What follows belongs to an exercise in optimizing a design on an open flow for small area, a short achievable clock period and few clock cycles per item; a production flow would make more cautious choices. Where RTL was checked, it was by simulation tests only, not by an equivalence proof against the original. Power and IR drop assume default switching activity.

== v6 ==
==> flow/design.v <==
package cag_pkg;
  localparam int unsigned LINE_W    = 64;
  localparam int unsigned CNT_REG_W = 13;
  localparam int unsigned LEN_REG_W = 7;
  localparam int unsigned NUM_W     = 12;
  localparam int unsigned ADDR_W    = 3;
  localparam int unsigned DATA_W    = 32;
  localparam int unsigned MIN_LINES = 6;
  localparam int unsigned MAX_LINES = 4096;
  localparam int unsigned MIN_LEN   = 6;
endpackage
module cag_cell (
  input  logic [2:0] lo_n_i,    
  input  logic [2:0] md_i,      
  input  logic [2:0] hi_n_i,    
  output logic       maj_o
);
  logic lo, md, hi;
  assign lo    = !(&lo_n_i);    
  assign md    = (md_i[0] & md_i[1]) | (md_i[2] & (md_i[0] | md_i[1]));
  assign hi    = !(|hi_n_i);    
  assign maj_o = (lo & md) | (hi & (lo | md));
endmodule
module cag_next (
  input  logic maj_i,
  input  logic rule_i,
  input  logic cur_i,
  input  logic pass_i,
  input  logic hold_i,
  input  logic skid_i,
  output logic next_o
);
  assign next_o = hold_i ? skid_i : ((maj_i & rule_i) | (cur_i & pass_i));
endmodule
module cag_row (
  input  logic [cag_pkg::LINE_W-1:0] above_i,
  input  logic [cag_pkg::LINE_W-1:0] cur_i,
  input  logic [cag_pkg::LINE_W-1:0] below_i,
  output logic [cag_pkg::LINE_W-1:0] maj_o
);
  logic [cag_pkg::LINE_W-1:0] col_lo_n, col_md, col_hi_n;
  for (genvar y = 0; y < cag_pkg::LINE_W; y++) begin : g_col
    if (y >= 2 && y <= cag_pkg::LINE_W - 2) begin : g_sort
      cag_col u_col (
        .a_i    (above_i[y]),
        .b_i    (cur_i[y]),
        .c_i    (below_i[y]),
        .lo_n_o (col_lo_n[y]),
        .md_o   (col_md[y]),
        .hi_n_o (col_hi_n[y])
      );
    end else begin : g_none
      assign col_lo_n[y] = 1'b1;
      assign col_md[y]   = 1'b0;
      assign col_hi_n[y] = 1'b1;
    end
  end
  for (genvar y = 0; y < cag_pkg::LINE_W; y++) begin : g_lane
    if (y >= 3 && y <= cag_pkg::LINE_W - 3) begin : g_cell
      cag_cell u_cell (
        .lo_n_i (col_lo_n[y+1:y-1]),
        .md_i   (col_md[y+1:y-1]),
        .hi_n_i (col_hi_n[y+1:y-1]),
        .maj_o  (maj_o[y])
      );
    end else begin : g_none
      assign maj_o[y] = 1'b0;
    end
  end
endmodule
module cag_col (
  input  logic a_i,
  input  logic b_i,
  input  logic c_i,
  output logic lo_n_o,
  output logic md_o,
  output logic hi_n_o
);
  assign lo_n_o = !(a_i & b_i & c_i);
  assign md_o   = (a_i & b_i) | (c_i & (a_i | b_i));
  assign hi_n_o = !(a_i | b_i | c_i);
endmodule
module cave_automaton_generation_unit (
  input  logic                          clk_i,
  input  logic                          rst_ni,
  input  logic                          psel,
  input  logic                          penable,
  input  logic                          pwrite,
  input  logic [cag_pkg::ADDR_W-1:0]    paddr,
  input  logic [cag_pkg::DATA_W-1:0]    pwdata,
  output logic [cag_pkg::DATA_W-1:0]    prdata,
  output logic                          pready,
  input  logic                          in_valid_i,
  output logic                          in_ready_o,
  input  logic [cag_pkg::LINE_W-1:0]    line_cells_i,
  output logic                          out_valid_o,
  input  logic                          out_ready_i,
  output logic [cag_pkg::LINE_W-1:0]    new_line_cells_o,
  output logic [cag_pkg::NUM_W-1:0]     line_number_o,
  output logic                          run_last_o,
  output logic                          grid_done_o
);
  localparam int unsigned W  = cag_pkg::LINE_W;
  localparam int unsigned CW = cag_pkg::CNT_REG_W;
  localparam int unsigned LW = cag_pkg::LEN_REG_W;
  localparam int unsigned NW = cag_pkg::NUM_W;
  logic [CW-1:0] line_count_q;
  logic [LW-1:0] line_length_q;
  logic [CW-1:0] rdata_q;
  logic [W-1:0]  a_q, b_q;
  logic          b_pend_q;       
  logic [NW-1:0] rem_q;          
  logic [W-1:0]  p_cells_q;
  logic          p_last_q, p_done_q;
  logic          p_full_q;       
  logic          rdy_q;          
  logic [W-1:0]  out_cells_q;
  logic [NW-1:0] out_num_q;
  logic          out_last_q, out_done_q, out_valid_q;
  logic          out_fresh_q;    
  assign pready = 1'b1;
  always_ff @(posedge clk_i or negedge rst_ni) begin
    if (!rst_ni) begin
      line_count_q  <= CW'(64);
      line_length_q <= LW'(64);
    end else if (psel && penable && pwrite) begin
      if (paddr[2]) line_length_q <= pwdata[LW-1:0];
      else          line_count_q  <= pwdata[CW-1:0];
    end
  end
  always_ff @(posedge clk_i) begin
    rdata_q <= paddr[2] ? CW'(line_length_q) : line_count_q;
  end
  assign prdata = cag_pkg::DATA_W'(rdata_q);
  logic [NW-1:0] last_row;
  logic [W+1:0]  len_therm;      
  logic [W-1:0]  len_mask, col_in;
  always_comb begin
    if (line_count_q < CW'(cag_pkg::MIN_LINES))      last_row = NW'(cag_pkg::MIN_LINES - 1);
    else if (line_count_q > CW'(cag_pkg::MAX_LINES)) last_row = NW'(cag_pkg::MAX_LINES - 1);
    else                                             last_row = NW'(line_count_q - CW'(1));
    for (int k = 0; k < W + 2; k++)
      len_therm[k] = (k < cag_pkg::MIN_LEN) ? 1'b1
                   : (k < W) ? (line_length_q > LW'(k)) : 1'b0;
    for (int y = 0; y < W; y++) begin
      len_mask[y] = len_therm[y];
      col_in[y]   = (y >= 3) && len_therm[y + 2];
    end
  end
  logic [W-1:0] maj, cell_next;
  logic         row_in, beat_last, beat_done;
  cag_row u_row (
    .above_i (a_q),
    .cur_i   (b_q),
    .below_i (line_cells_i),
    .maj_o   (maj)
  );
  logic num_restart;
  assign num_restart = out_done_q || out_fresh_q;
  assign row_in    = !num_restart && (out_num_q >= NW'(2)) && (rem_q >= NW'(2));
  assign beat_last = (rem_q != NW'(1));
  assign beat_done = (rem_q == '0);
  logic [W-1:0] rule_sel, pass_sel;
  always_comb begin
    for (int y = 0; y < W; y++) begin
      rule_sel[y] = row_in && col_in[y];
      pass_sel[y] = len_mask[y] && !rule_sel[y];
    end
  end
  for (genvar y = 0; y < W; y++) begin : g_next
    cag_next u_next (
      .maj_i    (maj[y]),
      .rule_i   (rule_sel[y]),
      .cur_i    (b_q[y]),
      .pass_i   (pass_sel[y]),
      .hold_i   (p_full_q),
      .skid_i   (p_cells_q[y]),
      .next_o   (cell_next[y])
    );
  end
  logic in_fire, flush, emit, out_free, to_out, to_skid, skid_out, out_load;
  assign in_fire  = in_valid_i && !p_full_q;
  assign flush    = !p_full_q && !in_valid_i && b_pend_q && beat_done;
  assign emit     = (in_fire && b_pend_q) || flush;
  assign out_free = !out_valid_q || out_ready_i;
  assign to_out   = emit && out_free;
  assign to_skid  = emit && !out_free;
  assign skid_out = p_full_q && out_ready_i;
  assign out_load = to_out || skid_out;
  always_ff @(posedge clk_i or negedge rst_ni) begin
    if (!rst_ni) begin
      b_pend_q    <= 1'b0;
      rem_q       <= '0;
      p_full_q    <= 1'b0;
      rdy_q       <= 1'b1;
      out_valid_q <= 1'b0;
      out_fresh_q <= 1'b1;
    end else begin
      if (in_fire) begin
        b_pend_q <= 1'b1;
        rem_q    <= (!b_pend_q || beat_done) ? last_row : rem_q - NW'(1);
      end else if (flush) begin
        b_pend_q <= 1'b0;
      end
      if (p_full_q) begin
        p_full_q <= !out_ready_i;
        rdy_q    <= out_ready_i;
      end else begin
        p_full_q <= to_skid;
        rdy_q    <= !to_skid;
      end
      if (out_load)         out_valid_q <= 1'b1;
      else if (out_ready_i) out_valid_q <= 1'b0;
      if (out_load)         out_fresh_q <= 1'b0;
    end
  end
  always_ff @(posedge clk_i) begin
    if (in_fire) begin
      a_q <= b_q;
      b_q <= line_cells_i;
    end
    p_cells_q <= cell_next;
    if (!p_full_q) begin
      p_last_q  <= beat_last;
      p_done_q  <= beat_done;
    end
    if (out_load) begin
      out_cells_q <= cell_next;
      out_last_q  <= p_full_q ? p_last_q : beat_last;
      out_done_q  <= p_full_q ? p_done_q : beat_done;
      out_num_q   <= num_restart ? '0 : out_num_q + NW'(1);
    end
  end
  assign in_ready_o       = rdy_q;
  assign out_valid_o      = out_valid_q;
  assign new_line_cells_o = out_cells_q;
  assign line_number_o    = out_num_q;
  assign run_last_o       = out_last_q;
  assign grid_done_o      = out_done_q;
endmodule
export LEC_CHECK = 0
export CAP_MARGIN = 20
export CORE_MARGIN = 2
export CORE_UTILIZATION = 56
export CTS_BUF_LIST = sky130_fd_sc_hd__clkbuf_16
export CTS_CLUSTER_DIAMETER = 60
export CTS_CLUSTER_SIZE = 30
export PLACE_DENSITY = 0.7
export SETUP_SLACK_MARGIN = 4.0
export SLEW_MARGIN = 20
export SYNTH_HIERARCHICAL = 1
create_clock -name core_clock -period 6.5 [get_ports {clk_i}]
standard.sh (not shown) runs the stock make flow with config.mk's settings and CLKGATE_MAP_FILE= SYNTH_SCRIPT=/design/flow/synth_recipe.tcl, a recipe that flattens the netlist after the stock synthesis.
==> flow/flow/run.sh <==
#!/bin/bash
# The standard layout, with the ports buffered by buf_1 cells instead of the default choice.
# ORFS's own logs stay under orfs/logs; make's output goes to standard.log here.
set -euo pipefail
bash standard.sh 'BUFFER_PORTS_ARGS=-buffer_cell sky130_fd_sc_hd__buf_1' finish > standard.log 2>&1
What v7 does differently from v6 at the input level:
diff --git a/flow/design.v b/flow/design.v
--- a/flow/design.v
+++ b/flow/design.v
@@ -17,23 +17,12 @@
 );
   logic lo, md, hi;
   assign lo    = !(&lo_n_i);    
   assign md    = (md_i[0] & md_i[1]) | (md_i[2] & (md_i[0] | md_i[1]));
   assign hi    = !(|hi_n_i);    
   assign maj_o = (lo & md) | (hi & (lo | md));
-endmodule
-module cag_next (
-  input  logic maj_i,
-  input  logic rule_i,
-  input  logic cur_i,
-  input  logic pass_i,
-  input  logic hold_i,
-  input  logic skid_i,
-  output logic next_o
-);
-  assign next_o = hold_i ? skid_i : ((maj_i & rule_i) | (cur_i & pass_i));
 endmodule
 module cag_row (
   input  logic [cag_pkg::LINE_W-1:0] above_i,
   input  logic [cag_pkg::LINE_W-1:0] cur_i,
   input  logic [cag_pkg::LINE_W-1:0] below_i,
   output logic [cag_pkg::LINE_W-1:0] maj_o
@@ -144,42 +133,32 @@
                    : (k < W) ? (line_length_q > LW'(k)) : 1'b0;
     for (int y = 0; y < W; y++) begin
       len_mask[y] = len_therm[y];
       col_in[y]   = (y >= 3) && len_therm[y + 2];
     end
   end
-  logic [W-1:0] maj, cell_next;
+  logic [W-1:0] maj, use_maj, cell_base, cell_next;
   logic         row_in, beat_last, beat_done;
   cag_row u_row (
     .above_i (a_q),
     .cur_i   (b_q),
     .below_i (line_cells_i),
     .maj_o   (maj)
   );
   logic num_restart;
   assign num_restart = out_done_q || out_fresh_q;
   assign row_in    = !num_restart && (out_num_q >= NW'(2)) && (rem_q >= NW'(2));
   assign beat_last = (rem_q != NW'(1));
   assign beat_done = (rem_q == '0);
-  logic [W-1:0] rule_sel, pass_sel;
   always_comb begin
     for (int y = 0; y < W; y++) begin
-      rule_sel[y] = row_in && col_in[y];
-      pass_sel[y] = len_mask[y] && !rule_sel[y];
-    end
-  end
-  for (genvar y = 0; y < W; y++) begin : g_next
-    cag_next u_next (
-      .maj_i    (maj[y]),
-      .rule_i   (rule_sel[y]),
-      .cur_i    (b_q[y]),
-      .pass_i   (pass_sel[y]),
-      .hold_i   (p_full_q),
-      .skid_i   (p_cells_q[y]),
-      .next_o   (cell_next[y])
-    );
+      use_maj[y]   = !p_full_q && row_in && col_in[y];
+      cell_base[y] = p_full_q ? p_cells_q[y]
+                              : (b_q[y] && len_mask[y] && !(row_in && col_in[y]));
+      cell_next[y] = (maj[y] && use_maj[y]) || cell_base[y];
+    end
   end
   logic in_fire, flush, emit, out_free, to_out, to_skid, skid_out, out_load;
   assign in_fire  = in_valid_i && !p_full_q;
   assign flush    = !p_full_q && !in_valid_i && b_pend_q && beat_done;
   assign emit     = (in_fire && b_pend_q) || flush;
   assign out_free = !out_valid_q || out_ready_i;
[summary]
Looking at the reports, v7 completed the entire flow and the layout it produced met the timing, DRC and antenna checks.
Initial antenna violation count delta for v7 relative to v6: 1 higher
Looking at area of the multi-input gates, v7 sits 370 sq um lower than v6 does.
Taking v6 as the reference, in v7 worst path buffer plus inverter count lower; count of cell instances traversed by the critical path shows a reduction of 4; number of buffers created by CTS rose by 4.0%; final wirelength picked up an extra about 11%; count of clock-buffer cells in the layout went up by 1.
Comparing v7 and v6, the higher number of standard cells in the layout, taps in and fillers out was measured on v6.
The leakage power summed over all cells number comes out lower for v6 vs v7.
Testbench counts of v7, summed over its fixed seeds: cycles 5,576, lines 5,552.
No functional check of the RTL was part of v6.

* * *

Another version of the RTL of cave_automaton_generation_unit (not shown whole).
Size in the first run: about 1700 cells after synthesis, about 220 I/O pins, about 18000 um2 of cells after synthesis.
==> module cag_cell, before the edit <==
module cag_cell (
  input  logic [2:0] col_s_i,    
  input  logic [2:0] col_c_i,    
  output logic       maj_o
);
  logic k_ge2, k_all, k_any;
  assign k_ge2 = (col_c_i[0] & col_c_i[1]) | (col_c_i[0] & col_c_i[2]) | (col_c_i[1] & col_c_i[2]);
  assign k_all = &col_c_i;
  assign k_any = |col_c_i;
  assign maj_o = (k_ge2 & (|col_s_i)) | k_all | (k_any & (&col_s_i));
endmodule
==> module cag_row, before the edit <==
module cag_row (
  input  logic [cag_pkg::LINE_W-1:0] above_i,
  input  logic [cag_pkg::LINE_W-1:0] cur_i,
  input  logic [cag_pkg::LINE_W-1:0] below_i,
  output logic [cag_pkg::LINE_W-1:0] maj_o
);
  logic [cag_pkg::LINE_W-1:0] col_s, col_c;
  for (genvar y = 0; y < cag_pkg::LINE_W; y++) begin : g_col
    assign {col_c[y], col_s[y]} = 2'(above_i[y]) + 2'(cur_i[y]) + 2'(below_i[y]);
  end
  for (genvar y = 0; y < cag_pkg::LINE_W; y++) begin : g_lane
    if (y >= 3 && y <= cag_pkg::LINE_W - 3) begin : g_cell
      cag_cell u_cell (
        .col_s_i (col_s[y+1:y-1]),
        .col_c_i (col_c[y+1:y-1]),
        .maj_o   (maj_o[y])
      );
    end else begin : g_none
      assign maj_o[y] = 1'b0;
    end
  end
endmodule
Settings: LEC_CHECK=0, CAP_MARGIN=20, CORE_MARGIN=2, CORE_UTILIZATION=60, CTS_BUF_LIST=sky130_fd_sc_hd__clkbuf_16, CTS_CLUSTER_DIAMETER=60, CTS_CLUSTER_SIZE=30, PLACE_DENSITY=0.7, SETUP_SLACK_MARGIN=4.0, SLEW_MARGIN=20; clock period 6.5 ns.
run.sh (not shown) runs the stock make flow with config.mk's settings and CLKGATE_MAP_FILE= SYNTH_SCRIPT=/design/flow/synth_recipe.tcl, a recipe that flattens the netlist after the stock synthesis.
Stock flow here: none of the scripts above is used.
The starting point ran to the end with no violations.
Testbench counts at the start, summed over its fixed seeds: cycles 5,576, lines 5,552.
Change:
--- a/flow/design.v
+++ b/flow/design.v
@@ -10,15 +10,16 @@
   localparam int unsigned MIN_LEN   = 6;
 endpackage
 module cag_cell (
-  input  logic [2:0] col_s_i,    
-  input  logic [2:0] col_c_i,    
+  input  logic [2:0] lo_i,    
+  input  logic [2:0] md_i,    
+  input  logic [2:0] hi_i,    
   output logic       maj_o
 );
-  logic k_ge2, k_all, k_any;
-  assign k_ge2 = (col_c_i[0] & col_c_i[1]) | (col_c_i[0] & col_c_i[2]) | (col_c_i[1] & col_c_i[2]);
-  assign k_all = &col_c_i;
-  assign k_any = |col_c_i;
-  assign maj_o = (k_ge2 & (|col_s_i)) | k_all | (k_any & (&col_s_i));
+  logic lo, md, hi;
+  assign lo    = |lo_i;
+  assign md    = (md_i[0] & md_i[1]) | (md_i[2] & (md_i[0] | md_i[1]));
+  assign hi    = &hi_i;
+  assign maj_o = (lo & md) | (hi & (lo | md));
 endmodule
 module cag_row (
   input  logic [cag_pkg::LINE_W-1:0] above_i,
@@ -26,16 +27,17 @@
   input  logic [cag_pkg::LINE_W-1:0] below_i,
   output logic [cag_pkg::LINE_W-1:0] maj_o
 );
-  logic [cag_pkg::LINE_W-1:0] col_s, col_c;
-  for (genvar y = 0; y < cag_pkg::LINE_W; y++) begin : g_col
-    assign {col_c[y], col_s[y]} = 2'(above_i[y]) + 2'(cur_i[y]) + 2'(below_i[y]);
-  end
+  logic [cag_pkg::LINE_W-1:0] col_lo, col_md, col_hi;
+  assign col_lo = above_i & cur_i & below_i;
+  assign col_md = (above_i & cur_i) | (below_i & (above_i | cur_i));
+  assign col_hi = above_i | cur_i | below_i;
   for (genvar y = 0; y < cag_pkg::LINE_W; y++) begin : g_lane
     if (y >= 3 && y <= cag_pkg::LINE_W - 3) begin : g_cell
       cag_cell u_cell (
-        .col_s_i (col_s[y+1:y-1]),
-        .col_c_i (col_c[y+1:y-1]),
-        .maj_o   (maj_o[y])
+        .lo_i  (col_lo[y+1:y-1]),
+        .md_i  (col_md[y+1:y-1]),
+        .hi_i  (col_hi[y+1:y-1]),
+        .maj_o (maj_o[y])
       );
     end else begin : g_none
       assign maj_o[y] = 1'b0;
The changed run completed without violations.
Wire length drops by a few percent.
Area after synthesis drops slightly.
Final cell count climbs slightly.
Setup slack gains 0.058 ns.
Critical path depth does not change.
Utilization drops by 2.3 points.
Non-clock buffer count drops by 21.
Final area drops by a few percent.
Sequential power climbs by roughly a tenth.
Testbench counts after the change, summed over its fixed seeds: cycles 5,576, lines 5,552.

[static timing again, ports no longer ideal]
The flow's constraints put no driver on any port. The routed layouts listed below were extracted and timed again, unchanged, in two steps.
Step 1 sets driving cells, clkbuf_16 on the clock port and buf_2 on the other inputs (assumed; they add their load-dependent delay and slew).
Step 2 times the ports against the registers' clock, not the clock port: input delays grow and output delays shrink by t, the midpoint of the rising clock arrivals with the driver on.
Slacks: no drivers / after step 1 / after step 2; pairs: no drivers / after step 1.
run | t, ns | slack for setup (ns) | worst data-port slew with drivers (ns)
v6 | 0.583 | 3.868 / 3.868 / 3.413 | 0.07
v7 | 0.605 | 3.935 / 3.935 / 3.349 | 0.06
the first run of note 2 | 0.630 | 3.827 / 3.840 / 3.210 | 0.07
the second run of note 2 | 0.613 | 3.885 / 3.882 / 3.269 | 0.07
After both steps every run listed still meets setup and hold. The setup slack of the first run of note 2, which loses most, moves by +0.013 ns with the drivers and by -0.617 ns with both steps.
